This design comes from an exercise in tuning for small area, a short achievable clock period and few clock cycles per item on the open sky130 flow, not from production work.
No activity file was given, so power comes from the tool's default toggle rates.

## the previous run
==> module mpeg_scrambler_top, before the edit <==
module mpeg_scrambler_top (
	input  logic            clk,
	input  logic            rst_n,
	input  mpeg_pkg::byte_t mpeg_in,
	input  logic            mpeg_in_en,
	input  logic            stream_end,
	input  mpeg_pkg::key_t  key_in,
	input  logic            key_en,
	output mpeg_pkg::byte_t mpeg_out,
	output logic            mpeg_out_en,
	output logic            mpeg_prog_full
);
	localparam logic [1:0] SC_IDLE = 2'b00;
	localparam logic [1:0] SC_ZERO = 2'b01;
	localparam logic [1:0] SC_ZERO_ZERO = 2'b11;
	localparam logic [1:0] SC_PREFIX = 2'b10;
	mpeg_pkg::key_t lfsr;
	logic step_d;
	logic key_bit;
	logic [1:0] state;
	logic [1:0] state_nx;
	logic video;
	logic video_nx;
	logic carries_sign;
	logic is_zero;
	logic is_one;
	logic is_slice;
	logic step;
	assign carries_sign = |mpeg_in[7:1];
	assign is_zero = ~carries_sign & ~mpeg_in[0];
	assign is_one = ~carries_sign & mpeg_in[0];
	assign is_slice = (mpeg_in >= 8'h01) && (mpeg_in <= 8'hAF);
	assign key_bit = step_d ? lfsr[14] : lfsr[15];
	assign step = mpeg_in_en & video & carries_sign;
	assign mpeg_prog_full = 1'b0;
	always_comb begin
		state_nx = state;
		video_nx = video;
		case (state)
			SC_IDLE: state_nx = is_zero ? SC_ZERO : SC_IDLE;
			SC_ZERO: state_nx = is_zero ? SC_ZERO_ZERO : SC_IDLE;
			SC_ZERO_ZERO: state_nx = is_one ? SC_PREFIX : (is_zero ? SC_ZERO_ZERO : SC_IDLE);
			default: begin
				state_nx = SC_IDLE;
				video_nx = is_slice;
			end
		endcase
		if (stream_end) begin
			state_nx = SC_IDLE;
			video_nx = 1'b0;
		end
	end
	always_ff @(posedge clk) begin
		mpeg_out <= {mpeg_in[7:1], mpeg_in[0] ^ (video & carries_sign & key_bit)};
		mpeg_out_en <= mpeg_in_en & rst_n;
	end
	logic sel_key;
	logic sel_shift;
	logic sel_hold;
	logic force_one;
	mpeg_pkg::key_t lfsr_shifted;
	mpeg_pkg::key_t lfsr_nx;
	assign sel_key = rst_n & key_en;
	assign sel_shift = rst_n & ~key_en & step_d;
	assign sel_hold = rst_n & ~key_en & ~step_d;
	assign force_one = ~rst_n | (key_en & (key_in == '0));
	assign lfsr_shifted = {lfsr[14:0], lfsr[15] ^ lfsr[13] ^ lfsr[12] ^ lfsr[10]};
	for (genvar i = 0; i < 16; i++) begin : g_lfsr
		lfsr_next #(.DEFAULT(16'hACE1 >> i & 1)) next (
			.cur(lfsr[i]),
			.shifted(lfsr_shifted[i]),
			.key(key_in[i]),
			.sel_key(sel_key),
			.sel_shift(sel_shift),
			.sel_hold(sel_hold),
			.force_one(force_one),
			.nx(lfsr_nx[i])
		);
	end
	always_ff @(posedge clk)
		lfsr <= lfsr_nx;
	always_ff @(posedge clk) begin
		if (!rst_n) begin
			step_d <= 1'b0;
			state <= SC_IDLE;
			video <= 1'b0;
		end else begin
			step_d <= step & ~key_en;
			if (mpeg_in_en) begin
				state <= state_nx;
				video <= video_nx;
			end
		end
	end
endmodule
Settings: LEC_CHECK=0, CAP_MARGIN=20, CORE_AREA=2.5 2.5 58.5 58.5, DIE_AREA=0 0 61 61, SETUP_SLACK_MARGIN=3.15, SLEW_MARGIN=20, SYNTH_HIERARCHICAL=1; clock period 5.0 ns.
standard.sh (not shown) runs the stock make flow with config.mk's settings and CLKGATE_MAP_FILE= SYNTH_SCRIPT=/design/flow/synth_recipe.tcl, a recipe that flattens the netlist after the stock synthesis.
==> flow/flow/run.sh <==
#!/bin/bash
# Standard ORFS layout with plain buf_1 cells as the port buffers (buffer_ports otherwise picks a
# delay buffer), a clock tree of clkbuf_4 cells without dummy loads, and the slow wide OR cells
# added to the platform's don't-use list (flow/dont_use.txt holds the platform's list and these),
# so that synthesis builds wide ORs from NOR and NAND gates. Make's full output goes to
# flow_make.log here.
set -euo pipefail
bash standard.sh "BUFFER_PORTS_ARGS=-buffer_cell sky130_fd_sc_hd__buf_1" \
	"CTS_ARGS=-sink_clustering_enable -repair_clock_nets -dont_use_dummy_load -buf_list sky130_fd_sc_hd__clkbuf_4" \
	"DONT_USE_CELLS=$(cat flow/dont_use.txt)" \
	finish > flow_make.log 2>&1
==> flow/flow/dont_use.txt <==
sky130_fd_sc_hd__probe_p_8 sky130_fd_sc_hd__probec_p_8 sky130_fd_sc_hd__lpflow_bleeder_1 sky130_fd_sc_hd__lpflow_clkbufkapwr_1 sky130_fd_sc_hd__lpflow_clkbufkapwr_16 sky130_fd_sc_hd__lpflow_clkbufkapwr_2 sky130_fd_sc_hd__lpflow_clkbufkapwr_4 sky130_fd_sc_hd__lpflow_clkbufkapwr_8 sky130_fd_sc_hd__lpflow_clkinvkapwr_1 sky130_fd_sc_hd__lpflow_clkinvkapwr_16 sky130_fd_sc_hd__lpflow_clkinvkapwr_2 sky130_fd_sc_hd__lpflow_clkinvkapwr_4 sky130_fd_sc_hd__lpflow_clkinvkapwr_8 sky130_fd_sc_hd__lpflow_decapkapwr_12 sky130_fd_sc_hd__lpflow_decapkapwr_3 sky130_fd_sc_hd__lpflow_decapkapwr_4 sky130_fd_sc_hd__lpflow_decapkapwr_6 sky130_fd_sc_hd__lpflow_decapkapwr_8 sky130_fd_sc_hd__lpflow_inputiso0n_1 sky130_fd_sc_hd__lpflow_inputiso0p_1 sky130_fd_sc_hd__lpflow_inputiso1n_1 sky130_fd_sc_hd__lpflow_inputiso1p_1 sky130_fd_sc_hd__lpflow_inputisolatch_1 sky130_fd_sc_hd__lpflow_isobufsrc_1 sky130_fd_sc_hd__lpflow_isobufsrc_16 sky130_fd_sc_hd__lpflow_isobufsrc_2 sky130_fd_sc_hd__lpflow_isobufsrc_4 sky130_fd_sc_hd__lpflow_isobufsrc_8 sky130_fd_sc_hd__lpflow_isobufsrckapwr_16 sky130_fd_sc_hd__lpflow_lsbuf_lh_hl_isowell_tap_1 sky130_fd_sc_hd__lpflow_lsbuf_lh_hl_isowell_tap_2 sky130_fd_sc_hd__lpflow_lsbuf_lh_hl_isowell_tap_4 sky130_fd_sc_hd__lpflow_lsbuf_lh_isowell_4 sky130_fd_sc_hd__lpflow_lsbuf_lh_isowell_tap_1 sky130_fd_sc_hd__lpflow_lsbuf_lh_isowell_tap_2 sky130_fd_sc_hd__lpflow_lsbuf_lh_isowell_tap_4 sky130_fd_sc_hd__or4_1 sky130_fd_sc_hd__or4_2 sky130_fd_sc_hd__or4_4 sky130_fd_sc_hd__or4b_1 sky130_fd_sc_hd__or4b_2 sky130_fd_sc_hd__or4b_4 sky130_fd_sc_hd__or4bb_1 sky130_fd_sc_hd__or4bb_2 sky130_fd_sc_hd__or4bb_4 sky130_fd_sc_hd__or3_1 sky130_fd_sc_hd__or3_2 sky130_fd_sc_hd__or3_4 sky130_fd_sc_hd__or3b_1 sky130_fd_sc_hd__or3b_2 sky130_fd_sc_hd__or3b_4
Looking at the reports, the previous run completed the entire flow and the layout it produced met the timing, design-rule and antenna checks.
The following lists how the current run was set up differently from the previous run:
-- flow/design.v --
<<< the previous run, line 102
	mpeg_pkg::key_t lfsr_shifted;
	mpeg_pkg::key_t lfsr_nx;
	assign sel_key = rst_n & key_en;
	assign sel_shift = rst_n & ~key_en & step_d;
	assign sel_hold = rst_n & ~key_en & ~step_d;
>>> the current run, line 102
	mpeg_pkg::key_t lfsr_shifted;
	mpeg_pkg::key_t lfsr_nx;
	assign sel_key = rst_n & key_en & (key_in != '0);
	assign sel_shift = rst_n & ~key_en & step_d;
	assign sel_hold = rst_n & ~key_en & ~step_d;
Notes after the runs:
Looking at launching element of the worst setup path, the key_in[5] result is from the current run; the key_in[14] one comes from the previous run.
Delta (the current run minus the previous run): met2 demand-to-capacity share in global routing went up by 3.7 points; combinational share of power went up by 1.7 points.
Of the current run and the previous run, the run reporting the lower leakage power figure was the previous run.
The current run against the previous run: wire length of the first global-routing pass now larger; utilization up 3.7 points; wire length on met3 went up; worst hold slack after final layout went down 0.0079 ns.
Re largest buffer count on any clock path: no difference whatsoever between the current run and the previous run.
[compare] base=the previous run new=the current run: met2 wire length climbed 170 um; post-synthesis to final-layout area growth saw an increase; non-clock buffer count increased by about 17% relative to the old numbers; post-synthesis cell count now sits higher; total power consumption of the routed design increased 2.6%.
Function was not checked in any run of this note: the RTL went through the layout flow alone.

[separate check: timing with driven ports]
No port has a modelled driver above. Below, the same layouts with a new extraction and two added sets of constraints. Step 1: set_driving_cell puts a clkbuf_16 on clk and a buf_2 on each other input, an assumption about the parent block. Step 2, shift: input delay + t, output delay - t, t = (earliest + latest rising clock arrival at the registers) / 2. This alone moves slack from input paths to output paths. Three values: ideal ports, drivers, drivers and shift; two values: the first two.
run | shift t [ns] | slack for setup (ns) | worst slew at a driven data input, ns | cell pins on the clock port's net
the previous run | 0.336 | 3.173 / 3.163 / 2.827 | 0.05 | 1
the current run | 0.337 | 3.024 / 3.008 / 2.671 | 0.05 | 1
After both steps setup and hold are still met in every run listed. For the current run, which loses most, drivers alone change the setup slack by -0.016 ns; drivers and shift together by -0.353 ns.
